From an optimization exercise on the open Yosys and OpenROAD flow, aimed at small area, a short achievable clock period and few clock cycles; shortcuts taken in it are not production practice. Only simulation tests tie the RTL to the original design; equivalence was not proved.

### flow/config.mk
export PLATFORM = sky130hd
export DESIGN_NAME = roulette_wheel_selector
export DESIGN_NICKNAME = roulette_wheel_selector
export VERILOG_FILES = /design/flow/design.v
export SDC_FILE = /design/flow/constraint.sdc
export NUM_CORES = 4
export LEC_CHECK = 0
export CAP_MARGIN = 20
export CORE_MARGIN = 2
export CORE_UTILIZATION = 50
export SETUP_SLACK_MARGIN = 2.5
export SLEW_MARGIN = 20
### flow/constraint.sdc
create_clock -name core_clock -period 6.0 [get_ports {clk_i}]
set_input_delay 1.2000 -clock core_clock [delete_from_list [all_inputs] [get_ports {clk_i}]]
set_output_delay 1.2000 -clock core_clock [all_outputs]
set_load 0.01 [all_outputs]
### flow/design.v
`timescale 1ns / 1ps
package rws_pkg;
  localparam int unsigned OP_W               = 2;
  localparam int unsigned WEIGHT_W           = 16;
  localparam int unsigned RND_W              = 31;
  localparam int unsigned INDEX_W            = 6;
  localparam int unsigned DEFAULT_MAX_MEMBERS = 64;
  localparam logic [OP_W-1:0] OP_CLEAR  = 2'd0;
  localparam logic [OP_W-1:0] OP_APPEND = 2'd1;
  localparam logic [OP_W-1:0] OP_SELECT = 2'd2;
  localparam int unsigned DIV_NS = (RND_W - 1) / 2;
  localparam logic [DIV_NS-1:0] DIV_ENT =
    DIV_NS'((1 << 3) | (1 << 5) | (1 << 7) | (1 << 8) | (1 << 9));
  localparam int unsigned CMP_NCH = 3;
endpackage
`timescale 1ns / 1ps
module rws_ram #(
  parameter int unsigned WIDTH = 22,
  parameter int unsigned DEPTH = 64,
  parameter int unsigned NCH   = 3
) (
  input  logic             clk_i,
  input  logic             clr_i,      
  input  logic             we_i,       
  input  logic [WIDTH-1:0] wdata_i,    
  output logic             free_o,     
  output logic             free_n_o,   
  input  logic [WIDTH-1:0] tgt_i,      
  output logic [DEPTH-1:0] le_o        
);
  localparam int unsigned CHW = (WIDTH + NCH - 1) / NCH;
  logic [WIDTH-1:0] nsum_q [DEPTH];    
  logic [DEPTH-1:0] val_q;
  always_ff @(posedge clk_i) begin
    nsum_q[0] <= we_i ? ~wdata_i : nsum_q[DEPTH-1];
    for (int i = 1; i < DEPTH; i++) nsum_q[i] <= nsum_q[i-1];
  end
  always_ff @(posedge clk_i) begin
    val_q[0] <= we_i | (val_q[DEPTH-1] & ~clr_i);
    for (int i = 1; i < DEPTH; i++) val_q[i] <= val_q[i-1] & ~clr_i;
  end
  assign free_o   = ~val_q[DEPTH-1];
  assign free_n_o = ~val_q[DEPTH-2];
  logic [WIDTH-1:0] tgt   [NCH];
  logic [DEPTH-1:0] cin   [NCH];
  logic [DEPTH-1:0] cout  [NCH];
  assign tgt[0] = tgt_i;
  assign cin[0] = '1;
  for (genvar c = 0; c < NCH; c++) begin : g_ch
    localparam int unsigned LO = c * CHW;
    localparam int unsigned HI = ((c + 1) * CHW < WIDTH) ? (c + 1) * CHW : WIDTH;
    always_comb begin
      logic cy;
      for (int j = 0; j < DEPTH; j++) begin
        cy = cin[c][j];
        for (int b = LO; b < HI; b++) begin
          cy = (tgt[c][b] & nsum_q[j][b]) | (tgt[c][b] & cy) | (nsum_q[j][b] & cy);
        end
        cout[c][j] = cy;
      end
    end
    if (c + 1 < NCH) begin : g_reg
      logic [DEPTH-1:0] cy_q;
      logic [WIDTH-1:0] t_q;
      always_ff @(posedge clk_i) begin
        cy_q <= {cout[c][DEPTH-2:0], cout[c][DEPTH-1]};
        t_q  <= tgt[c];
      end
      assign cin[c+1] = cy_q;
      assign tgt[c+1] = t_q;
    end
  end
  assign le_o = val_q & cout[NCH-1];
endmodule
`timescale 1ns / 1ps
import rws_pkg::*;
module roulette_wheel_selector #(
  parameter int unsigned MAX_MEMBERS = rws_pkg::DEFAULT_MAX_MEMBERS
) (
  input  logic                clk_i,
  input  logic                rst_ni,
  input  logic                in_valid_i,
  output logic                in_ready_o,
  input  logic [rws_pkg::OP_W-1:0]     in_op_i,
  input  logic [rws_pkg::WEIGHT_W-1:0] in_weight_i,
  input  logic [rws_pkg::RND_W-1:0]    in_random_word_i,
  output logic                out_valid_o,
  input  logic                out_ready_i,
  output logic [rws_pkg::INDEX_W-1:0]  out_index_o,
  output logic                out_status_o
);
  localparam int unsigned AW    = $clog2(MAX_MEMBERS);
  localparam int unsigned CW    = $clog2(MAX_MEMBERS + 1);
  localparam int unsigned SW    = WEIGHT_W + AW;           
  localparam int unsigned XW    = SW + 2;                  
  localparam int unsigned NROWS = RND_W;                   
  localparam int unsigned NS    = DIV_NS;                  
  localparam int unsigned NC    = CMP_NCH;                 
  localparam int unsigned NB    = NS + NC - 1;             
  localparam int unsigned FD    = NB + 5;                  
  localparam int unsigned FAW   = $clog2(FD);
  localparam int unsigned CAP   = FD + 1;                  
  localparam int unsigned KW    = $clog2(CAP + 1);
  logic              rdy_q, rdy_d;
  logic              iv_q, iv_d;
  logic [OP_W-1:0]   iop_q;
  logic [WEIGHT_W-1:0] iw_q;
  logic [RND_W-1:0]  ir_q;
  logic              init_q;
  logic [SW-1:0]     d_q;           
  logic [CW-1:0]     n_q;           
  logic              full;
  logic              slot_free;
  logic              slot_free_n;
  logic [MAX_MEMBERS-1:0] le;
  logic [NB-1:0]     dv_q;
  logic [SW-1:0]     rem_q [NS];
  logic [RND_W-1:0]  rb_q  [NS];
  logic [KW-1:0]     cred_q;
  logic busy, busy_n;
  logic go, go_clr, go_app, go_sel;
  logic do_clr, do_app, do_sel;
  logic out_take;
  assign full      = (n_q == CW'(MAX_MEMBERS));
  assign busy      = |dv_q;
  assign go_clr    = !busy;
  assign go_app    = !busy && (full || slot_free);
  assign go_sel    = (cred_q < KW'(CAP));
  always_comb begin
    unique case (iop_q)
      OP_CLEAR:  go = go_clr;
      OP_APPEND: go = go_app;
      OP_SELECT: go = go_sel;
      default:   go = 1'b1;
    endcase
  end
  assign do_clr = iv_q && go && (iop_q == OP_CLEAR);
  assign do_app = iv_q && go && (iop_q == OP_APPEND) && !full;
  assign do_sel = iv_q && go && (iop_q == OP_SELECT);
  logic              iv_n;
  logic [OP_W-1:0]   op_n;
  logic              go_n;
  logic              full_n, free_n;
  logic [KW-1:0]     cred_n;
  assign iv_n   = rdy_q ? in_valid_i : (iv_q && !go);
  assign op_n   = rdy_q ? in_op_i : iop_q;
  assign busy_n = do_sel || (|dv_q[NB-2:0]);
  assign full_n = do_clr ? 1'b0 : (do_app ? (n_q == CW'(MAX_MEMBERS - 1)) : full);
  assign free_n = do_clr || init_q || slot_free_n;
  assign cred_n = cred_q + KW'(do_sel);
  always_comb begin
    unique case (op_n)
      OP_CLEAR:  go_n = !busy_n;
      OP_APPEND: go_n = !busy_n && (full_n || free_n);
      OP_SELECT: go_n = (cred_n < KW'(CAP));
      default:   go_n = 1'b1;
    endcase
  end
  assign rdy_d = !iv_n || go_n;
  assign iv_d  = iv_n;
  always_ff @(posedge clk_i or negedge rst_ni) begin
    if (!rst_ni) begin
      rdy_q  <= 1'b1;
      iv_q   <= 1'b0;
      init_q <= 1'b1;
    end else begin
      rdy_q  <= rdy_d;
      iv_q   <= iv_d;
      init_q <= 1'b0;
    end
  end
  always_ff @(posedge clk_i) begin
    if (rdy_q) begin
      iop_q <= in_op_i;
      iw_q  <= in_weight_i;
      ir_q  <= in_random_word_i;
    end
  end
  logic [SW-1:0] d_app, d_d;
  logic [XW-1:0] d3_q, d3_d;      
  assign d_app = d_q + SW'(iw_q);
  assign d_d   = do_clr ? SW'(1) : (do_app ? d_app : d_q);
  assign d3_d  = do_clr ? XW'(3) :
                 (do_app ? d3_q + XW'({iw_q, 1'b0}) + XW'(iw_q) : d3_q);
  localparam int unsigned NCP = 4;
  logic [SW-1:0] nd_q;
  logic [XW-1:0] nd3_q;
  logic [SW-1:0] dc_q  [NCP];     
  logic [XW-1:0] d3c_q [NCP];
  always_ff @(posedge clk_i) begin
    nd_q     <= ~d_d;
    nd3_q    <= ~d3_d;
    dc_q[0]  <= d_q;
    d3c_q[0] <= d3_q;
    dc_q[1]  <= nd_q;
    d3c_q[1] <= nd3_q;
    dc_q[2]  <= ~nd_q;
    d3c_q[2] <= ~nd3_q;
    dc_q[3]  <= ~d_q;
    d3c_q[3] <= ~d3_q;
  end
  always_ff @(posedge clk_i or negedge rst_ni) begin
    if (!rst_ni) begin
      d_q  <= SW'(1);
      d3_q <= XW'(3);
      n_q  <= '0;
    end else begin
      d_q  <= d_d;
      d3_q <= d3_d;
      if (do_clr)      n_q <= '0;
      else if (do_app) n_q <= n_q + CW'(1);
    end
  end
  rws_ram #(
    .WIDTH (SW),
    .DEPTH (MAX_MEMBERS),
    .NCH   (NC)
  ) u_store (
    .clk_i   (clk_i),
    .clr_i   (do_clr || init_q),
    .we_i    (do_app),
    .wdata_i (d_app),
    .free_o  (slot_free),
    .free_n_o(slot_free_n),
    .tgt_i   (rem_q[NS-1]),
    .le_o    (le)
  );
  function automatic integer bank_khi(input integer s);
    bank_khi = 3 + 2 * s;
  endfunction
  logic [XW:0] dz_q, d3z_q;
  always_ff @(posedge clk_i) begin
    for (int w = 0; w <= XW; w++) begin
      dz_q[w]  <= ((d_d >> w) == '0);
      d3z_q[w] <= ((d3_d >> w) == '0);
    end
  end
  logic [NS-1:0] ent;       
  logic          ent_any;
  always_comb begin
    ent = '0;
    for (int b = 0; b < NS; b++) begin
      if (DIV_ENT[b] && !dz_q[bank_khi(b)]) ent = NS'(1) << b;
    end
  end
  assign ent_any = |ent;
  always_ff @(posedge clk_i or negedge rst_ni) begin
    if (!rst_ni) begin
      dv_q <= '0;
    end else begin
      dv_q <= {dv_q[NB-2:0], do_sel && !ent_any};
      for (int b = 1; b < NS; b++) begin
        if (ent[b]) dv_q[b] <= do_sel;
      end
    end
  end
  for (genvar s = 0; s < NS; s++) begin : g_div
    localparam int unsigned KLO = (s == 0) ? 0 : bank_khi(s - 1);
    localparam int unsigned KHI = bank_khi(s);
    localparam int unsigned CP = (s == 0) ? 0 : ((s - 1) * NCP) / (NS - 1);
    logic [SW-1:0]    rem_in;
    logic [RND_W-1:0] rb_in;
    logic [SW-1:0]    rem_out;
    logic [SW-1:0]    dd;
    logic [XW-1:0]    dd3;
    if (s == 0) begin : g_d0
      assign dd  = d_q;
      assign dd3 = d3_q;
    end else begin : g_dc
      assign dd  = CP[0] ? ~dc_q[CP] : dc_q[CP];
      assign dd3 = CP[0] ? ~d3c_q[CP] : d3c_q[CP];
    end
    if (s == 0) begin : g_first
      assign rem_in = '0;
      assign rb_in  = ir_q;
    end else begin : g_next
      assign rem_in = rem_q[s-1];
      assign rb_in  = rb_q[s-1];
    end
    always_comb begin
      logic [SW-1:0] r;
      logic [XW-1:0] x, m;
      logic [XW:0]   s1, s2, s3;
      logic          ge1, ge2, ge3;
      int            k, w;
      r = rem_in;
      k = KLO;
      if (s == 0) begin
        x  = XW'(rb_in[NROWS-1]);
        s1 = {1'b0, x} - (XW+1)'(dd & SW'(1));
        r  = (!s1[1] && dz_q[1]) ? SW'(s1[0]) : SW'(x);
        k  = 1;
      end
      w  = (k + 2 < XW) ? k + 2 : XW;
      m  = (w < XW) ? ((XW'(1) << w) - XW'(1)) : '1;
      x  = {r, rb_in[NROWS-1-k], rb_in[NROWS-2-k]} & m;
      s1 = {1'b0, x} - {1'b0, XW'(dd) & m};
      s2 = {1'b0, x} - {1'b0, XW'({dd, 1'b0}) & m};
      s3 = {1'b0, x} - {1'b0, dd3 & m};
      if (w < XW) begin
        ge1 = !s1[XW] && dz_q[w];
        ge2 = !s2[XW] && dz_q[w-1];
        ge3 = !s3[XW] && d3z_q[w];
      end else begin
        ge1 = !s1[XW];
        ge2 = !s2[XW];
        ge3 = !s3[XW];
      end
      if (ge3)      r = SW'(s3);
      else if (ge2) r = SW'(s2);
      else if (ge1) r = SW'(s1);
      else          r = SW'(x);
      if (w < SW) r = r & ((SW'(1) << w) - SW'(1));
      rem_out = r;
    end
    if (DIV_ENT[s]) begin : g_ent
      always_ff @(posedge clk_i) begin
        if (ent[s]) begin
          rem_q[s] <= SW'(ir_q >> (NROWS - KHI));
          rb_q[s]  <= ir_q;
        end else begin
          rem_q[s] <= rem_out;
          rb_q[s]  <= rb_in;
        end
      end
    end else begin : g_pass
      always_ff @(posedge clk_i) begin
        rem_q[s] <= rem_out;
        rb_q[s]  <= rb_in;
      end
    end
  end
  logic                   cv_q, qv_q, pv_q;
  logic                   cst_q, qst_q, pst_q;
  logic [MAX_MEMBERS-1:0] c_q;
  logic [4:0]             q_q [4];
  logic [INDEX_W-1:0]     pidx_q;
  always_ff @(posedge clk_i or negedge rst_ni) begin
    if (!rst_ni) begin
      cv_q <= 1'b0;
      qv_q <= 1'b0;
      pv_q <= 1'b0;
    end else begin
      cv_q <= dv_q[NB-1];
      qv_q <= cv_q;
      pv_q <= qv_q;
    end
  end
  logic [4:0] grp [4];
  always_comb begin
    for (int g = 0; g < 4; g++) begin
      grp[g] = '0;
      for (int i = 0; i < 16; i++) grp[g] = grp[g] + 5'(c_q[16*g+i]);
    end
  end
  always_ff @(posedge clk_i) begin
    c_q   <= le;
    cst_q <= (n_q == '0);
    for (int g = 0; g < 4; g++) q_q[g] <= grp[g];
    qst_q  <= cst_q;
    pidx_q <= INDEX_W'((7'(q_q[0]) + 7'(q_q[1])) + (7'(q_q[2]) + 7'(q_q[3])));
    pst_q  <= qst_q;
  end
  logic [INDEX_W:0]   fmem_q [FD];
  logic [FAW-1:0]     wp_q, rp_q;
  logic [FAW:0]       fcnt_q;
  logic               ov_q;
  logic [INDEX_W:0]   od_q;
  logic               fpush, fpop, oload;
  assign out_take = ov_q && out_ready_i;
  assign oload    = !ov_q || out_ready_i;
  assign fpop     = oload && (fcnt_q != '0);
  assign fpush    = pv_q && !(oload && (fcnt_q == '0));
  always_ff @(posedge clk_i or negedge rst_ni) begin
    if (!rst_ni) begin
      wp_q   <= '0;
      rp_q   <= '0;
      fcnt_q <= '0;
      ov_q   <= 1'b0;
      cred_q <= '0;
    end else begin
      if (fpush) wp_q <= (wp_q == FAW'(FD - 1)) ? '0 : wp_q + FAW'(1);
      if (fpop)  rp_q <= (rp_q == FAW'(FD - 1)) ? '0 : rp_q + FAW'(1);
      fcnt_q <= fcnt_q + (FAW+1)'(fpush) - (FAW+1)'(fpop);
      if (oload) ov_q <= (fcnt_q != '0) || pv_q;
      cred_q <= cred_q + KW'(do_sel) - KW'(out_take);
    end
  end
  always_ff @(posedge clk_i) begin
    if (fpush) fmem_q[wp_q] <= {pst_q, pidx_q};
    if (oload) od_q <= (fcnt_q != '0) ? fmem_q[rp_q] : {pst_q, pidx_q};
  end
  assign in_ready_o   = rdy_q;
  assign out_valid_o  = ov_q;
  assign out_index_o  = od_q[INDEX_W-1:0];
  assign out_status_o = od_q[INDEX_W];
endmodule
### flow/run.sh
#!/bin/bash
# synth_recipe.tcl (not shown) runs the flow's synth.tcl, then flattens the netlist and writes it again
# the make line also repeats each setting of config.mk as NAME=value (left out here)
make -C /OpenROAD-flow-scripts/flow DESIGN_CONFIG=/design/flow/config.mk WORK_HOME=/design/flow/orfs CLKGATE_MAP_FILE= SYNTH_SCRIPT=/design/flow/synth_recipe.tcl finish
==> results by group, run 1 <==
Setup path
  – Critical Path RT: 6.83 ns
  – Worst Path Max Fanout: 7
  – Crit path kind: flip-flop to flip-flop
  – Max stage delay on crit path: 0.55 ns
  – Crit-path slowest cell: dfstp_2
  – CP Launch Type: flip-flop
  – CP cell instances: fa_1 > ha_2 > fa_2 > a21o_1 > a21oi_2 > o21bai_2 > a2111o_1 > nand4_1 > and2_4 > nor3_4 > o311ai_4 > nand4b_4 > buf_12 > buf_4 > nor2_4
  – Crit. End Element: flip-flop
  – Worst path arrival time: 4.75 ns

Min path
  – Worst hold path type: flip-flop to flip-flop

Placement
  – Routability Congestion: 0.929
  – Pre-CTS WS: 1.56 ns
  – Dpl hpwl: 229 mm
  – Number of port buffers: 61
  – Inst Count DP: 14100

Clock network
  – CTS tree: yes
  – Clock slew at reported path FFs: 0.06 ns
  – CTS H-tree lvls: 5
  – Clock buffer depth: 4
  – CTS sink cnt: 2685
  – Post-CTS Hold Buffers: 0
  – Clk latency of the worst-skew pair: 0.95 ns
  – Cts bufs inserted: 298
  – Clock root buffer: clkbuf_16

Timing
  – Final Hold Fails: 0
  – Final Cycle Share: 65.3%
  – Unrepaired setup endpoints after global routing: true
  – Slew Limit Fails: 0
  – Min Tclk post-route: 3.92 ns
  – Rel. slew slack: 28.6%
  – Worst Slack Setup Final: 2.08 ns
  – Setup TNS: 0 ns
  – Final Skew: 0.107 ns
  – Peak Freq: 255 MHz
  – Worst-margin pin slew: 1.07 ns
  – Final setup fails: 0

Layout
  – Area of the multi-input gates: 60800 sq um
  – Area growth syn-to-layout: 15.9%
  – Final nets: 12400
  – Final Util: 58.2%
  – Fillers: 19900
  – Layout Cells excl Fill: 14900
  – Register area: 56400 sq um
  – Fraction of layout cells with a size suffix above 1: 14.8%

Yosys
  – FFs w/ async S/R, synth: 3.65%
  – Most frequent cell after synthesis: dfxtp_1
  – Post-synthesis sequential area ratio: 47.7%
  – Synth top area cells: dfxtp_1 (40%), ha_1 (8.1%), maj3_1 (6.2%)
  – #FFs+latches synth: 2685
  – Largest area contributor in the netlist: dfxtp_1
  – Post-synth EDFFs: 208
  – Synth Instances: 11200
  – Cell Area, Synth: 118000 sq um
  – Yosys Warn Count: 26
  – Top-area cell type share of the netlist area: 40.3%
  – Unique masters post-synth: 126
  – Most frequent cells after synthesis: dfxtp_1 (2379), nand2_1 (822), ha_1 (769)
  – Post-Syn Area per Cell: 10.6 sq um
  – Post-Syn Nets: 12100
  – Synth Flop Type: dfxtp_1

Route
  – Via density per instance: 5.57
  – Final wirelength: 318 mm
  – DRC Markers: 0
  – Vias: 82800
  – Antenna viol nets, final: 0
  – Iteration-0 DRC Markers: 6170
  – Wire per inst: 21.4 um
  – Initial DRT Pass Iterations: 6

Floorplanning
  – Die ar.: 240000 sq um
  – Die X-Extent: 490 um
  – Die height: 490 um
  – Core area: 235000 sq um
  – Ports: 62
  – Starting Density: 50.3%
  – Site Rows: 178

Global routing
  – Initial antenna violation count: 22
  – Vias in the first global route: 81400
  – Gr usage total: 25.6%
  – Most used routing layer: met1
  – GR Util met1: 38.6%
  – Total congestion overflow: 0
  – GR Layer Usage met3: 4.19%
  – First-pass GRT wire length: 485 mm
  – GR Layer Usage met2: 36.9%
  – Pin count of the biggest net entering global routing: 129

Job
  – Max-Cap Viols: 0

Run status
  – Outcome: no timing/DRC/antenna violations
## metal layers
metal | wire length (um) | up-vias | share of wire [%]
li1 | - | 40600 | -
met3 | 19800 | 527 | 6.2
met4 | 10100 | 4 | 3.2
met1 | 158000 | 39700 | 50
met5 | 27 | - | 0.0085
met2 | 130000 | 2067 | 41
## final cells by class
class                   instances  share of cell area, %
flip-flops and latches       2685                   41.2
well taps                    3150                   2.88
clock inverters               101                  0.868
diodes                         11                 0.0201
repair buffers                390                   2.97
multi-input cells            7625                   44.4
inverters                     503                   1.42
clock buffers                 410                   6.23
## placed cells by master (no fill, tap or decap), types with 292 or more instances in the layout
cell type / synthesis / routed
dfxtp_1: 2379 / 2316
maj3_1: 730 / 730
maj3_2: 292 / 292
a21oi_1: 611 / 566
inv_1: 501 / 470
clkbuf_16: 0 / 311
nand2_1: 822 / 815
ha_1: 769 / 742
xnor2_1: 344 / 341
nor2_1: 586 / 567
o21ai_0: 537 / 471
## worst paths after layout
kind	startpoint	to	slack (ns)	depth (start not counted)
setup / recovery	d3_q[1]$_DFF_PN1_	d3z_q[7]$_DFF_P_	2.08	15
hold / removal	u_store.nsum_q[49][18]$_DFF_P_	u_store.nsum_q[50][18]$_DFF_P_	0.30	0
setup reg to reg	d3_q[1]$_DFF_PN1_	d3z_q[7]$_DFF_P_	2.08	15
hold reg to reg	u_store.nsum_q[49][18]$_DFF_P_	u_store.nsum_q[50][18]$_DFF_P_	0.30	0
max in group asynchronous	rst_ni	d3_q[23]$_DFF_PN0_	4.30	2
min in group asynchronous	rst_ni	cred_q[1]$_DFF_PN0_	0.43	1
## sequential cells by signal, indices dropped and copies added, names as in the netlist, 20 cells and up
register,count
d_q,22
d3_q,24
q_q,20
c_q,64
u_store.g_ch.g_reg.cy_q,128
rem_q,110
g_div.rem_in,120
u_store.nsum_q,1408
nd3_q,23
u_store.g_ch.g_reg.t_q,20
g_div.rb_in,210
nd_q,21
fmem_q,154
dc_q,72
dz_q,21
ir_q,31
d3c_q,76
u_store.val_q,64
## per-stage QoR
step	hold WS, ns	cell area (sq um)
3_3_place_gp	0.310	122000
6_report	0.297	137000
5_1_grt	0.302	137000
4_1_cts	0.294	135000
2_1_floorplan	0.310	118000
3_5_place_dp	0.312	122000
## worst max-delay path, delay by kind of cell, from the launching register on
| family | cells | cell delay [ns] |
|---|---|---|
| buffers and inverters | 2 | 0.31 |
| AOI/OAI and AO/OA | 5 | 1.22 |
| adders and majority gates | 3 | 0.98 |
| DFF | 1 | 0.55 |
| and+or+nand+nor | 5 | 0.76 |
## logic make-up (layout without fill, tap and decap cells)
family	Yosys count	after routing	share of synthesized area, %
other	1	12	0.00317
multiplexers	341	341	3.42
buffers and inverters	874	1404	2.90
flip-flops	2685	2685	47.7
AO/OA/AOI/OAI	2534	2538	13.8
adder cells (fa/ha/maj)	1904	1904	19.0
AND/OR/NAND/NOR	2290	2293	9.08
XOR/XNOR	548	548	4.06
## timing repair
action                                  in CTS  in global routing
gates cloned                                16                 11
pin swaps                                  105                172
endpoints found under the setup margin     260                280
buffers inserted                           143                 77
gates resized for setup                    316                357
Testbench counts, summed over its fixed seeds: cycles 2,863.
==> inputs of run 2 (changes only) <==
--- a/flow/design.v
+++ b/flow/design.v
@@ -232,6 +232,6 @@
   always_ff @(posedge clk_i) begin
     for (int w = 0; w <= XW; w++) begin
-      dz_q[w]  <= ((d_d >> w) == '0);
-      d3z_q[w] <= ((d3_d >> w) == '0);
+      dz_q[w]  <= ((d_q >> w) == '0);
+      d3z_q[w] <= ((d3_q >> w) == '0);
     end
   end
@@ -241,5 +241,5 @@
     ent = '0;
     for (int b = 0; b < NS; b++) begin
-      if (DIV_ENT[b] && !dz_q[bank_khi(b)]) ent = NS'(1) << b;
+      if (DIV_ENT[b] && ((d_q >> bank_khi(b)) != '0)) ent = NS'(1) << b;
     end
   end
@@ -283,11 +283,21 @@
       logic [XW:0]   s1, s2, s3;
       logic          ge1, ge2, ge3;
+      logic [XW:0]   fz, f3z;
       int            k, w;
       r = rem_in;
       k = KLO;
       if (s == 0) begin
+        for (int i = 0; i <= XW; i++) begin
+          fz[i]  = ((d_q >> i) == '0);
+          f3z[i] = ((d3_q >> i) == '0);
+        end
+      end else begin
+        fz  = dz_q;
+        f3z = d3z_q;
+      end
+      if (s == 0) begin
         x  = XW'(rb_in[NROWS-1]);
         s1 = {1'b0, x} - (XW+1)'(dd & SW'(1));
-        r  = (!s1[1] && dz_q[1]) ? SW'(s1[0]) : SW'(x);
+        r  = (!s1[1] && fz[1]) ? SW'(s1[0]) : SW'(x);
         k  = 1;
       end
@@ -299,7 +309,7 @@
       s3 = {1'b0, x} - {1'b0, dd3 & m};
       if (w < XW) begin
-        ge1 = !s1[XW] && dz_q[w];
-        ge2 = !s2[XW] && dz_q[w-1];
-        ge3 = !s3[XW] && d3z_q[w];
+        ge1 = !s1[XW] && fz[w];
+        ge2 = !s2[XW] && fz[w-1];
+        ge3 = !s3[XW] && f3z[w];
       end else begin
         ge1 = !s1[XW];
--- a/flow/config.mk
+++ b/flow/config.mk
@@ -8,5 +8,6 @@
 export CAP_MARGIN = 20
 export CORE_MARGIN = 2
-export CORE_UTILIZATION = 50
-export SETUP_SLACK_MARGIN = 2.5
+export CORE_UTILIZATION = 55
+export SETUP_SLACK_MARGIN = 2.7
 export SLEW_MARGIN = 20
+export TNS_END_PERCENT = 10
==> results by group, run 2 <==
Yosys
  – Unique masters post-synth: 99 (was 126)
  – Multiplexer share of the synthesized area: 3.05% (was 3.42%)
  – Most frequent cells after synthesis: dfxtp_1 (2375), maj3_1 (965), nand2_1 (841) (was dfxtp_1 (2379), nand2_1 (822), ha_1 (769))
  – Compound-Gate Fraction of Synth Area: 13.8% (about the same)
  – Synth Instances: 11100 (was 11200)
  – Cell Area, Synth: 117000 sq um (was 118000 sq um)
  – Post-synth EDFFs: 208 (unchanged)
  – Adder-cell share of the synthesized area: 19.0% (about the same)
  – Largest family of logic cells by synthesized area: adder cells (unchanged)
  – Area share of xor/xnor cells in the synthesized design: 4.05% (was 4.06%)
  – Post-Syn Area per Cell: 10.5 sq um (was 10.6 sq um)
  – Top-area cell type share of the netlist area: 40.7% (was 40.3%)
  – Synth top area cells: dfxtp_1 (41%), maj3_1 (8.3%), ha_1 (8.2%) (was dfxtp_1 (40%), ha_1 (8.1%), maj3_1 (6.2%))
  – Post-Syn Nets: 12100 (about the same)
  – Simple-gate area share of the yosys netlist: 9.14% (was 9.08%)
  – #FFs+latches synth: 2681 (was 2685)
  – Yosys Warn Count: 18 (was 26)
  – Synth Flop Type: dfxtp_1 (unchanged)
  – FFs w/ async S/R, synth: 3.66% (was 3.65%)
  – Post-synthesis sequential area ratio: 48.1% (was 47.7%)
  – Largest area contributor in the netlist: dfxtp_1 (unchanged)
  – Most frequent cell after synthesis: dfxtp_1 (unchanged)

Floorplanning
  – Die height: 465 um (was 490 um)
  – Ports: 62 (unchanged)
  – Site Rows: 169 (was 178)
  – Die X-Extent: 465 um (was 490 um)
  – Die ar.: 216000 sq um (was 240000 sq um)
  – Core area: 212000 sq um (was 235000 sq um)
  – Starting Density: 55.2% (was 50.3%)

Clock network
  – Clock root buffer: clkbuf_16 (unchanged)
  – Cts bufs inserted: 295 (was 298)
  – Clock buffer depth: 4 (unchanged)
  – CTS sink cnt: 2681 (was 2685)
  – CTS H-tree lvls: 5 (unchanged)
  – CTS tree: yes (unchanged)
  – Clock slew at reported path FFs: 0.06 ns (about the same)
  – Clk latency of the worst-skew pair: 0.93 ns (was 0.95 ns)

Placement
  – Routability Congestion: 0.954 (was 0.929)
  – Number of port buffers: 61 (unchanged)
  – Dpl hpwl: 230 mm (was 229 mm)
  – Pre-CTS WS: 1.22 ns (was 1.56 ns)

Layout
  – Max reg flops: 1408 (unchanged)
  – Area growth syn-to-layout: 15.9% (about the same)
  – Reg with most FFs: u_store.nsum_q (unchanged)
  – Final nets: 12400 (about the same)
  – Commonest cells after routing, fill and taps aside: dfxtp_1 (2306), maj3_1 (965), nand2_1 (834) (was dfxtp_1 (2316), nand2_1 (815), ha_1 (742))
  – Fraction of layout cells with a size suffix above 1: 13.1% (was 14.8%)
  – Commonest non-fill, non-tap cell in the layout: dfxtp_1 (unchanged)

Timing
  – Setup TNS: 0 ns (unchanged)
  – Rel. slew slack: 26.6% (was 28.6%)
  – Worst-margin pin slew: 1.09 ns (was 1.07 ns)
  – Unrepaired setup endpoints after global routing: true (unchanged)
  – Final Skew: 0.0765 ns (was 0.107 ns)
  – Min Tclk post-route: 3.70 ns (was 3.92 ns)
  – Final setup fails: 0 (unchanged)
  – Worst Slack Setup Final: 2.30 ns (was 2.08 ns)
  – Peak Freq: 270 MHz (was 255 MHz)
  – Slew Limit Fails: 0 (unchanged)
  – Final Cycle Share: 61.6% (was 65.3%)
  – Final Hold Fails: 0 (unchanged)

Run status
  – Outcome: no timing/DRC/antenna violations (unchanged)

Global routing
  – Total congestion overflow: 0 (unchanged)
  – GR Util met1: 40.6% (was 38.6%)
  – Most used routing layer: met2 (was met1)
  – GR Layer Usage met2: 43.5% (was 36.9%)
  – Initial antenna violation count: 15 (was 22)
  – Pin count of the biggest net entering global routing: 87 (was 129)
  – First-pass GRT wire length: 481 mm (was 485 mm)
  – Gr usage total: 28.4% (was 25.6%)
  – Vias in the first global route: 81000 (was 81400)
  – GR Layer Usage met3: 4.83% (was 4.19%)

Route
  – Initial DRT Pass Iterations: 6 (unchanged)
  – Wire per inst: 22.0 um (was 21.4 um)
  – Antenna viol nets, final: 0 (unchanged)
  – DRC Markers: 0 (unchanged)
  – Via density per instance: 5.75 (was 5.57)
  – Vias: 83300 (was 82800)
  – Iteration-0 DRC Markers: 6199 (was 6170)
  – Final wirelength: 319 mm (was 318 mm)

Setup path
  – Critical Path RT: 6.74 ns (was 6.83 ns)
  – Worst path arrival time: 4.43 ns (was 4.75 ns)
  – Crit. End Element: flip-flop (unchanged)
  – CP Launch Type: flip-flop (unchanged)
  – Worst Path Max Fanout: 21 (was 7)
  – Crit path kind: flip-flop to flip-flop (unchanged)

Job
  – Max-Cap Viols: 0 (unchanged)

Min path
  – Worst hold path type: input pin to asynchronous set/reset pin (was flip-flop to flip-flop)
-- run 2: cell count changes in the layout (fill, tap and decap cells not counted), sizes merged, moves of 15 or more --
| cell | change |
|---|---|
| a21oi | -47 |
| a31oi | +24 |
| xor2 | +20 |
| nor2 | +28 |
| nand4 | -15 |
| mux2i | -50 |
| o211ai | +20 |
| xnor2 | -27 |
| nand2 | +18 |
| and3 | +27 |
| o221ai | +20 |
| o21bai | -19 |
-- run 2: final cells by class --
cell class / instances / area, sq um
Fill cell: 17100 / 76100
Multi-Input combinational cell: 7577 / 59800
Sequential cell: 2681 / 56400
Clock buffer: 405 / 8470
Timing Repair Buffer: 406 / 3950
Tap cell: 2821 / 3530
Inverter: 503 / 1980
Clock inverter: 111 / 1380
Antenna cell: 2 / 5.00
-- run 2: path summary, 6_finish.rpt --
path,endpoint,startpoint,cells after the start,slack [ns]
max in group asynchronous,d_q[19]$_DFF_PN0_,rst_ni,2,4.63
setup / recovery,rem_q[11][2]$_DFF_P_,dc_q[2][2]$_DFF_P_,13,2.30
min in group core_clock,u_store.nsum_q[46][8]$_DFF_P_,u_store.nsum_q[45][8]$_DFF_P_,0,0.31
hold / removal,rp_q[3]$_DFFE_PN0P_,rst_ni,1,0.30
setup reg to reg,rem_q[11][2]$_DFF_P_,dc_q[2][2]$_DFF_P_,13,2.30
hold reg to reg,u_store.nsum_q[46][8]$_DFF_P_,u_store.nsum_q[45][8]$_DFF_P_,0,0.31
-- run 2: per-layer routing --
metal | vias up | wire, um
met4 | 10 | 11300
met2 | 2247 | 137000
met5 | - | 70
met1 | 40000 | 151000
li1 | 40400 | -
met3 | 625 | 20000
-- run 2: logic make-up (layout without fill, tap and decap cells) --
kind of cell | count (synthesis) | count (layout)
fa+ha+maj | 1904 | 1904
compound gates | 2513 | 2520
other cells | 1 | 3
buf+inv | 868 | 1425
flops | 2681 | 2681
mux | 293 | 293
simple gates | 2318 | 2318
xor+xnor | 541 | 541
-- run 2: stage by stage --
stage / std cells / instance area (sq um) / hold WS [ns] / utilization [%]
finish: 14500 / 136000 / 0.296 / 64.0
global route: 14500 / 136000 / 0.288 / 64.0
CTS: 14400 / 133000 / 0.261 / 62.7
detailed placement: 13700 / 120000 / 0.312 / 56.9
global placement: 13700 / 120000 / 0.310 / 56.9
floorplan: 11100 / 117000 / 0.310 / -
-- run 2: timing repair --
action,4_1_cts,5_1_grt
pin swaps,76,134
gates resized for setup,300,396
endpoints found under the setup margin,457,507
cloned,11,17
buffers inserted,110,129
hold buffers,0,0
-- run 2: critical path, stage by stage, from the launching register on --
cell and delay [ns]:
dfxtp_2 0.34, clkinvlp_4 0.17, buf_6 0.17, ha_1 0.35
o21a_1 0.19, o31ai_4 0.11, a31oi_4 0.26, o2111ai_4 0.21
a32oi_4 0.29, a41oi_2 0.19, a22o_4 0.32, buf_12 0.17
mux2_4 0.32, mux2i_4 0.41
Testbench counts of run 2, summed over its fixed seeds: cycles 2,863.
==> inputs of run 3 (changes only) <==
--- a/flow/design.v
+++ b/flow/design.v
@@ -40,6 +40,6 @@
     for (int i = 1; i < DEPTH; i++) val_q[i] <= val_q[i-1] & ~clr_i;
   end
-  assign free_o   = ~val_q[DEPTH-1];
-  assign free_n_o = ~val_q[DEPTH-2];
+  assign free_o   = ~val_q[DEPTH-2];
+  assign free_n_o = ~val_q[DEPTH-3];
   logic [WIDTH-1:0] tgt   [NCH];
   logic [DEPTH-1:0] cin   [NCH];
@@ -107,4 +107,5 @@
   logic [WEIGHT_W-1:0] iw_q;
   logic [RND_W-1:0]  ir_q;
+  logic [WEIGHT_W+1:0] iw3_q;       
   logic              init_q;
   logic [SW-1:0]     d_q;           
@@ -174,4 +175,5 @@
       iop_q <= in_op_i;
       iw_q  <= in_weight_i;
+      iw3_q <= (WEIGHT_W+2)'(in_weight_i) + (WEIGHT_W+2)'({in_weight_i, 1'b0});
       ir_q  <= in_random_word_i;
     end
@@ -182,5 +184,5 @@
   assign d_d   = do_clr ? SW'(1) : (do_app ? d_app : d_q);
   assign d3_d  = do_clr ? XW'(3) :
-                 (do_app ? d3_q + XW'({iw_q, 1'b0}) + XW'(iw_q) : d3_q);
+                 (do_app ? d3_q + XW'(iw3_q) : d3_q);
   localparam int unsigned NCP = 4;
   logic [SW-1:0] nd_q;
@@ -212,4 +214,9 @@
     end
   end
+  logic app_q;
+  always_ff @(posedge clk_i or negedge rst_ni) begin
+    if (!rst_ni) app_q <= 1'b0;
+    else         app_q <= do_app;
+  end
   rws_ram #(
     .WIDTH (SW),
@@ -219,6 +226,6 @@
     .clk_i   (clk_i),
     .clr_i   (do_clr || init_q),
-    .we_i    (do_app),
-    .wdata_i (d_app),
+    .we_i    (app_q && !do_clr),
+    .wdata_i (d_q),
     .free_o  (slot_free),
     .free_n_o(slot_free_n),
@@ -229,4 +236,22 @@
     bank_khi = 3 + 2 * s;
   endfunction
+  function automatic logic [XW:0] sub_nb(input logic [XW-1:0] a, input logic [XW-1:0] m);
+    logic [XW-1:0] g, p, ng, np;
+    g = ~a & m;
+    p = ~(a ^ m);
+    for (int l = 0; (1 << l) < XW; l++) begin
+      ng = g;
+      np = p;
+      for (int i = 0; i < XW; i++) begin
+        if (((i >> l) & 1) == 1) begin
+          ng[i] = g[i] | (p[i] & g[((i >> l) << l) - 1]);
+          np[i] = p[i] & p[((i >> l) << l) - 1];
+        end
+      end
+      g = ng;
+      p = np;
+    end
+    sub_nb = {~g[XW-1], a ^ m ^ {g[XW-2:0], 1'b0}};
+  endfunction
   logic [XW:0] dz_q, d3z_q;
   always_ff @(posedge clk_i) begin
@@ -305,15 +330,15 @@
       m  = (w < XW) ? ((XW'(1) << w) - XW'(1)) : '1;
       x  = {r, rb_in[NROWS-1-k], rb_in[NROWS-2-k]} & m;
-      s1 = {1'b0, x} - {1'b0, XW'(dd) & m};
-      s2 = {1'b0, x} - {1'b0, XW'({dd, 1'b0}) & m};
-      s3 = {1'b0, x} - {1'b0, dd3 & m};
+      s1 = sub_nb(x, XW'(dd) & m);
+      s2 = sub_nb(x, XW'({dd, 1'b0}) & m);
+      s3 = sub_nb(x, dd3 & m);
       if (w < XW) begin
-        ge1 = !s1[XW] && fz[w];
-        ge2 = !s2[XW] && fz[w-1];
-        ge3 = !s3[XW] && f3z[w];
+        ge1 = s1[XW] && fz[w];
+        ge2 = s2[XW] && fz[w-1];
+        ge3 = s3[XW] && f3z[w];
       end else begin
-        ge1 = !s1[XW];
-        ge2 = !s2[XW];
-        ge3 = !s3[XW];
+        ge1 = s1[XW];
+        ge2 = s2[XW];
+        ge3 = s3[XW];
       end
       if (ge3)      r = SW'(s3);
==> results by group, run 3 <==
Run status
  – Outcome: no timing/DRC/antenna violations (unchanged)

Route
  – Final wirelength: 292 mm (was 319 mm)
  – Via density per instance: 5.67 (was 5.75)
  – Antenna viol nets, final: 0 (unchanged)
  – Vias: 78200 (was 83300)
  – Iteration-0 DRC Markers: 5256 (was 6199)
  – Wire per inst: 21.2 um (was 22.0 um)
  – Initial DRT Pass Iterations: 5 (was 6)
  – DRC Markers: 0 (unchanged)

Layout
  – Final Util: 63.2% (was 64.0%)
  – Commonest non-fill, non-tap cell in the layout: dfxtp_1 (unchanged)
  – Final nets: 11900 (was 12400)
  – Fraction of layout cells with a size suffix above 1: 11.2% (was 13.1%)
  – Reg with most FFs: u_store.nsum_q (unchanged)
  – Commonest cells after routing, fill and taps aside: dfxtp_1 (2300), nand2_1 (778), maj3_1 (766) (was dfxtp_1 (2306), maj3_1 (965), nand2_1 (834))
  – Max reg flops: 1408 (unchanged)
  – Area growth syn-to-layout: 14.4% (was 15.9%)

Yosys
  – Post-Syn Area per Cell: 10.7 sq um (was 10.5 sq um)
  – Most frequent cells after synthesis: dfxtp_1 (2375), nand2_1 (788), maj3_1 (766) (was dfxtp_1 (2375), maj3_1 (965), nand2_1 (841))
  – Post-synth EDFFs: 225 (was 208)
  – Synth Instances: 10600 (was 11100)
  – Synth top area cells: dfxtp_1 (42%), ha_1 (8.2%), maj3_1 (6.7%) (was dfxtp_1 (41%), maj3_1 (8.3%), ha_1 (8.2%))
  – Yosys Warn Count: 18 (unchanged)
  – Top-area cell type share of the netlist area: 41.7% (was 40.7%)
  – Unique masters post-synth: 109 (was 99)
  – Largest area contributor in the netlist: dfxtp_1 (unchanged)
  – #FFs+latches synth: 2699 (was 2681)
  – Synth Flop Type: dfxtp_1 (unchanged)
  – Cell Area, Synth: 114000 sq um (was 117000 sq um)
  – Most frequent cell after synthesis: dfxtp_1 (unchanged)
  – FFs w/ async S/R, synth: 3.67% (was 3.66%)
  – Post-Syn Nets: 11700 (was 12100)
  – Post-synthesis sequential area ratio: 49.8% (was 48.1%)

Setup path
  – R2R Setup Slk: 2.16 ns (was 2.30 ns)
  – Max stage delay on crit path: 0.73 ns (was 0.41 ns)
  – Delay-heaviest family, CP: compound AO/OA/AOI/OAI gates (unchanged)
  – Crit path kind: flip-flop to flip-flop (unchanged)
  – Critical Path RT: 6.75 ns (was 6.74 ns)
  – Worst path arrival time: 4.58 ns (was 4.43 ns)
  – CP Launch Type: flip-flop (unchanged)
  – Crit-path slowest cell: dfrtp_1 (was mux2i_4)
  – FF-to-FF End: d_q[19]$_DFF_PN0_ (was rem_q[11][2]$_DFF_P_)
  – Crit. End Element: flip-flop (unchanged)
  – Worst Path Max Fanout: 7 (was 21)
  – CP Buf/Inv Count: 0 (was 3)
  – Reg2reg start: d_q[1]$_DFF_PN0_ (was dc_q[2][2]$_DFF_P_)
  – Worst Reg-to-Reg Cells: 11 (was 13)
  – CP cell instances: ha_1 > a21o_1 > a21oi_1 > o21bai_1 > o311ai_1 > o21ai_0 > o2111ai_1 > a31o_2 > a21boi_0 > xnor2_1 > and2_1 (was clkinvlp_4 > buf_6 > ha_1 > o21a_1 > o31ai_4 > a31oi_4 > o2111ai_4 > a32oi_4 > a41oi_2 > a22o_4 > buf_12 > mux2_4 > mux2i_4)

Floorplanning
  – Starting Density: 55.2% (about the same)
  – Die ar.: 211000 sq um (was 216000 sq um)
  – Ports: 62 (unchanged)
  – Site Rows: 167 (was 169)
  – Die height: 459 um (was 465 um)
  – Die X-Extent: 459 um (was 465 um)
  – Core area: 206000 sq um (was 212000 sq um)

Min path
  – Hold path cells: 0
  – Worst Hold Endpoint: u_store.g_ch[1].g_reg.t_q[18]$_DFF_P_
  – Worst hold path type: flip-flop to flip-flop (was input pin to asynchronous set/reset pin)
  – Hold_sp: u_store.g_ch[0].g_reg.t_q[18]$_DFF_P_

Timing
  – Worst-margin pin slew: 1.04 ns (was 1.09 ns)
  – Final Cycle Share: 63.9% (was 61.6%)
  – Slew Limit Fails: 0 (unchanged)
  – Setup TNS: 0 ns (unchanged)
  – Final Hold Fails: 0 (unchanged)
  – Final Skew: 0.0727 ns (was 0.0765 ns)
  – Final setup fails: 0 (unchanged)
  – Rel. slew slack: 30.3% (was 26.6%)
  – Peak Freq: 261 MHz (was 270 MHz)
  – Unrepaired setup endpoints after global routing: true (unchanged)
  – Min Tclk post-route: 3.84 ns (was 3.70 ns)

Placement
  – Routability Congestion: 0.899 (was 0.954)
  – Dpl hpwl: 210 mm (was 230 mm)
  – Number of port buffers: 61 (unchanged)

Global routing
  – Gr usage total: 27.1% (was 28.4%)
  – Pin count of the biggest net entering global routing: 97 (was 87)
  – First-pass GRT wire length: 450 mm (was 481 mm)
  – Initial antenna violation count: 14 (was 15)
  – Vias in the first global route: 76900 (was 81000)
  – Total congestion overflow: 0 (unchanged)

Clock network
  – CTS tree: yes (unchanged)
  – Cts bufs inserted: 293 (was 295)
  – Clock root buffer: clkbuf_16 (unchanged)
  – Clock buffer depth: 4 (unchanged)
  – Clock slew at reported path FFs: 0.06 ns (about the same)
  – CTS H-tree lvls: 5 (unchanged)
  – CTS sink cnt: 2699 (was 2681)
  – Clk latency of the worst-skew pair: 0.92 ns (was 0.93 ns)

Job
  – Max-Cap Viols: 0 (unchanged)
[run 3: cell count changes after synthesis, moves of 68 or more]
cell,previous run,this run
o21ai_1,71,161
o22ai_1,77,208
maj3_1,965,766
a221oi_1,8,76
fa_1,113,231
inv_1,502,702
xnor2_1,317,245
o21ai_0,547,448
a21boi_0,112,20
[run 3: layer usage]
layer | GRT usage [%] | wire, um
met5 | 0 | 52
met4 | 7.54 | 7800
met3 | 3.58 | 14000
met2 | 40.4 | 124000
met1 | 41.0 | 146000
[run 3: timing repair]
action | 4_1_cts | 5_1_grt
resized for setup | 225 | 229
gates cloned | 11 | 9
hold endpoints to repair | 0 | 0
pin swaps | 63 | 83
endpoints found under the setup margin | 276 | 314
hold buffers | 0 | 0
setup buffers | 73 | 96
[run 3: area by class of cell]
cell class | instances | area (sq um)
fill | 16800 | 76000
tap | 2704 | 3380
inverter | 705 | 2680
clock inverter | 95 | 1050
clock buffer | 403 | 8470
antenna | 13 | 32.5
timing repair buffer | 322 | 2970
sequential | 2699 | 57000
multi-input combinational | 6854 | 54900
[run 3: how the worst max path moves through the flow]
| stage | startpoint | end | slack (ns) | depth (start not counted) |
|---|---|---|---|---|
| global route | dc_q[1][0]$_DFF_P_ | g_div[8].rem_in[14]$_DFF_P_ | 2.00 | 19 |
| global placement | rem_q[11][0]$_DFF_P_ | rem_q[12][4]$_DFF_P_ | 1.34 | 11 |
| floorplan | d_q[21]$_DFF_PN0_ | g_div[1].rem_in[1]$_DFF_P_ | 2.49 | 20 |
| CTS | g_div[9].rem_in[2]$_DFF_P_ | g_div[10].rem_in[13]$_DFF_P_ | 2.22 | 11 |
| finish | d_q[1]$_DFF_PN0_ | d_q[19]$_DFF_PN0_ | 2.16 | 11 |
| detailed placement | rem_q[11][0]$_DFF_P_ | rem_q[12][8]$_DFF_P_ | 1.33 | 11 |
[run 3: kinds of logic (layout without fill, tap and decap cells)]
| logic type | after synthesis | in the layout | share of synthesized area (%) |
|---|---|---|---|
| compound gates | 2470 | 2478 | 13.9 |
| xor+xnor | 450 | 450 | 3.46 |
| fa+ha+maj | 1741 | 1741 | 19.0 |
| buf+inv | 1102 | 1525 | 3.68 |
| flops | 2699 | 2699 | 49.8 |
| mux | 203 | 203 | 2.32 |
| other cells | 1 | 14 | 0.00329 |
| simple gates | 1975 | 1981 | 7.84 |
[run 3: through the flow]
step | worst slack [ns] | hold slack [ns] | cells | cell area [sq um]
final | 2.16 | 0.299 | 13800 | 130000
after floorplan | 2.49 | 0.310 | 10600 | 114000
after detailed placement | 1.33 | 0.312 | 13100 | 117000
after global placement | 1.34 | 0.310 | 13100 | 117000
after global routing | 2.00 | 0.306 | 13800 | 130000
after CTS | 2.22 | 0.300 | 13700 | 129000
Testbench counts of run 3, summed over its fixed seeds: cycles 2,863.
==> inputs of run 4 (changes only) <==
--- a/flow/config.mk
+++ b/flow/config.mk
@@ -8,6 +8,7 @@
 export CAP_MARGIN = 20
 export CORE_MARGIN = 2
-export CORE_UTILIZATION = 55
-export SETUP_SLACK_MARGIN = 2.7
+export CORE_UTILIZATION = 60
+export CTS_BUF_LIST = sky130_fd_sc_hd__clkbuf_8
+export SETUP_SLACK_MARGIN = 3.0
 export SLEW_MARGIN = 20
 export TNS_END_PERCENT = 10
==> results by group, run 4 <==
Floorplanning
  – Core area: 188000 sq um (was 206000 sq um)
  – Site Rows: 159 (was 167)
  – Ports: 62 (unchanged)
  – Die X-Extent: 440 um (was 459 um)
  – Die height: 440 um (was 459 um)
  – Die ar.: 193000 sq um (was 211000 sq um)
  – Starting Density: 60.6% (was 55.2%)

Global routing
  – Total congestion overflow: 0 (unchanged)
  – GR Layer Usage met3: 5.61% (was 3.58%)
  – GR Layer Usage met2: 43.2% (was 40.4%)
  – Pin count of the biggest net entering global routing: 99 (was 97)
  – Most used routing layer: met1 (unchanged)
  – First-pass GRT wire length: 451 mm (was 450 mm)
  – Vias in the first global route: 79200 (was 76900)
  – Initial antenna violation count: 14 (unchanged)
  – Gr usage total: 29.5% (was 27.1%)
  – GR Util met1: 43.3% (was 41.0%)

Route
  – Final wirelength: 293 mm (was 292 mm)
  – Via density per instance: 5.80 (was 5.67)
  – Initial DRT Pass Iterations: 6 (was 5)
  – Wire per inst: 21.1 um (was 21.2 um)
  – Iteration-0 DRC Markers: 5793 (was 5256)
  – DRC Markers: 0 (unchanged)
  – Vias: 80600 (was 78200)
  – Antenna viol nets, final: 0 (unchanged)

Yosys
  – Post-Syn Area per Cell: 10.7 sq um (unchanged)
  – Synth Instances: 10600 (unchanged)
  – Synth Flop Type: dfxtp_1 (unchanged)
  – Cell Area, Synth: 114000 sq um (unchanged)
  – Post-synth EDFFs: 225 (unchanged)
  – Post-Syn Nets: 11700 (unchanged)
  – FFs w/ async S/R, synth: 3.67% (unchanged)
  – Largest area contributor in the netlist: dfxtp_1 (unchanged)
  – Unique masters post-synth: 109 (unchanged)
  – Most frequent cells after synthesis: dfxtp_1 (2375), nand2_1 (788), maj3_1 (766) (unchanged)
  – Top-area cell type share of the netlist area: 41.7% (unchanged)
  – Synth top area cells: dfxtp_1 (42%), ha_1 (8.2%), maj3_1 (6.7%) (unchanged)
  – #FFs+latches synth: 2699 (unchanged)
  – Post-synthesis sequential area ratio: 49.8% (unchanged)
  – Most frequent cell after synthesis: dfxtp_1 (unchanged)
  – Yosys Warn Count: 18 (unchanged)

Min path
  – Worst hold path type: input pin to asynchronous set/reset pin (was flip-flop to flip-flop)

Timing
  – Worst Slack Setup Final: 2.09 ns (was 2.16 ns)
  – Setup TNS: 0 ns (unchanged)
  – Unrepaired setup endpoints after global routing: true (unchanged)
  – Final Skew: 0.0792 ns (was 0.0727 ns)
  – Final Hold Fails: 0 (unchanged)
  – Slew Limit Fails: 0 (unchanged)
  – Worst-margin pin slew: 1.04 ns (about the same)
  – Peak Freq: 256 MHz (was 261 MHz)
  – Min Tclk post-route: 3.91 ns (was 3.84 ns)
  – Final Cycle Share: 65.1% (was 63.9%)
  – Final setup fails: 0 (unchanged)
  – Rel. slew slack: 30.3% (about the same)

Layout
  – Layout Cells excl Fill: 13900 (was 13800)
  – Reg with most FFs: u_store.nsum_q (unchanged)
  – Commonest non-fill, non-tap cell in the layout: dfxtp_1 (unchanged)
  – Fraction of layout cells with a size suffix above 1: 14.1% (was 11.2%)
  – Final nets: 12100 (was 11900)
  – Area growth syn-to-layout: 14.8% (was 14.4%)
  – Max reg flops: 1408 (unchanged)
  – Commonest cells after routing, fill and taps aside: dfxtp_1 (2284), inv_1 (784), nand2_1 (771) (was dfxtp_1 (2300), nand2_1 (778), maj3_1 (766))
  – Final Util: 69.5% (was 63.2%)

Setup path
  – CP Launch Type: flip-flop (unchanged)
  – Crit. End Element: flip-flop (unchanged)
  – Worst Path Max Fanout: 8 (was 7)
  – Critical Path RT: 6.87 ns (was 6.75 ns)
  – Crit path kind: flip-flop to flip-flop (unchanged)
  – CP cell instances: clkinv_4 > ha_4 > fa_2 > a21o_1 > a21o_1 > a2111o_1 > a211oi_4 > o41ai_4 > nand2_1 > nand2b_1 > a21oi_2 > fa_2 > buf_12 > nand2_8 > nor2_4 > nand2_2 > o32a_1 > o211ai_1 > a22oi_2 (was ha_1 > a21o_1 > a21oi_1 > o21bai_1 > o311ai_1 > o21ai_0 > o2111ai_1 > a31o_2 > a21boi_0 > xnor2_1 > and2_1)
  – Max stage delay on crit path: 0.45 ns (was 0.73 ns)
  – Crit-path slowest cell: a2111o_1 (was dfrtp_1)
  – Worst path arrival time: 4.77 ns (was 4.58 ns)

Clock network
  – Clock root buffer: clkbuf_8 (was clkbuf_16)
  – Clock buffer depth: 4 (unchanged)
  – Clk latency of the worst-skew pair: 1.09 ns (was 0.92 ns)
  – Clock slew at reported path FFs: 0.07 ns (was 0.06 ns)
  – Cts bufs inserted: 427 (was 293)
  – CTS sink cnt: 2699 (unchanged)
  – CTS H-tree lvls: 5 (unchanged)
  – CTS tree: yes (unchanged)

Placement
  – Inst Count DP: 12900 (was 13100)
  – Routability Congestion: 0.928 (was 0.899)
  – Pre-CTS WS: 1.25 ns (was 1.33 ns)
  – Dpl hpwl: 206 mm (was 210 mm)
  – Number of port buffers: 61 (unchanged)

Job
  – Max-Cap Viols: 0 (unchanged)

Run status
  – Outcome: no timing/DRC/antenna violations (unchanged)
[run 4: critical path: cells and delay by family, from the launching register on]
kind,cells,cell delay (ns)
flip-flops,1,0.34
adder cells (fa/ha/maj),3,0.82
AO/OA/AOI/OAI,9,1.77
AND/OR/NAND/NOR,5,0.57
buffers and inverters,2,0.22
[run 4: cell type report]
class                           instances  area (sq um)
Inverter                              705          2690
Clock buffer                          526          7240
Tap cell                             2495          3120
Antenna cell                            5          12.5
Multi-Input combinational cell       6858         55600
Fill cell                           14200         57300
Sequential cell                      2699         57000
Clock inverter                        226          1620
Timing Repair Buffer                  386          3640
[run 4: stage by stage]
step / instance area, sq um / hold slack, ns
CTS: 128000 / 0.187
finish: 131000 / 0.271
floorplan: 114000 / 0.310
detailed placement: 117000 / 0.312
global route: 131000 / 0.259
global placement: 117000 / 0.310
[run 4: cells by family after synthesis]
group | Yosys count | synth area share [%]
other | 1 | 0.00329
multiplexers | 203 | 2.32
adder cells (fa/ha/maj) | 1741 | 19.0
AND/OR/NAND/NOR | 1975 | 7.84
flip-flops | 2699 | 49.8
XOR/XNOR | 450 | 3.46
AO/OA/AOI/OAI | 2470 | 13.9
buffers and inverters | 1102 | 3.68
[run 4: what timing repair did]
| item | CTS | global route |
|---|---|---|
| buffers inserted | 68 | 161 |
| gates resized for setup | 225 | 382 |
| pin swaps | 71 | 154 |
| hold buffers | 0 | 0 |
| setup endpoints to repair | 370 | 533 |
| endpoints found under the hold margin | 0 | 0 |
| cloned | 16 | 13 |
[run 4: per-layer routing]
metal  up-vias  part of all wire, %
li1      38600                    -
met1     39100                   48
met2      2322                   42
met3       574                  6.8
met4         2                  3.6
met5         -               0.0044
[run 4: path summary, 6_finish.rpt]
kind,startpoint,end,slack [ns],cells past startpoint
min reg2reg,g_div[12].rb_in[1]$_DFF_P_,g_div[13].rb_in[1]$_DFF_P_,0.28,0
max in group asynchronous,rst_ni,d_q[1]$_DFF_PN0_,4.52,2
max reg2reg,dc_q[1][0]$_DFF_P_,g_div[8].rem_in[14]$_DFF_P_,2.09,19
max,dc_q[1][0]$_DFF_P_,g_div[8].rem_in[14]$_DFF_P_,2.09,19
min in group core_clock,g_div[12].rb_in[1]$_DFF_P_,g_div[13].rb_in[1]$_DFF_P_,0.28,0
min,rst_ni,dv_q[4]$_DFF_PN0_,0.27,1

[static timing again, ports no longer ideal]
Ports are ideal in the flow. The routed layouts listed here were re-timed in OpenROAD. Step 1: set_driving_cell puts a clkbuf_16 on clk_i and a buf_2 on each other input, an assumption about the parent block. Step 2 times the ports against the registers' clock, not the clock port: input delays grow and output delays shrink by t, the midpoint of the rising clock arrivals with the driver on. a / b / c = no drivers / after step 1 / after step 2; a / b = the first two.
| run | t (ns) | slack for setup (ns) | hold WS [ns] | worst slew at a driven data input, ns | cell pins on the clock port's net |
|---|---|---|---|---|---|
| run 1 | 1.009 | 2.082 / 2.082 / 1.870 | 0.297 / 0.297 / 0.297 | 0.07 | 1 |
| run 2 | 0.982 | 2.302 / 2.302 / 1.868 | 0.296 / 0.230 / 0.308 | 0.06 | 1 |
| run 3 | 0.973 | 2.164 / 2.164 / 1.593 | 0.299 / 0.299 / 0.299 | 0.13 | 1 |
| run 4 | 1.132 | 2.095 / 2.095 / 1.303 | 0.271 / 0.211 / 0.278 | 0.14 | 1 |
After both steps every run listed still meets setup and hold. For run 4, which loses most, drivers alone change the setup slack by 0.000 ns; drivers and shift together by -0.792 ns.
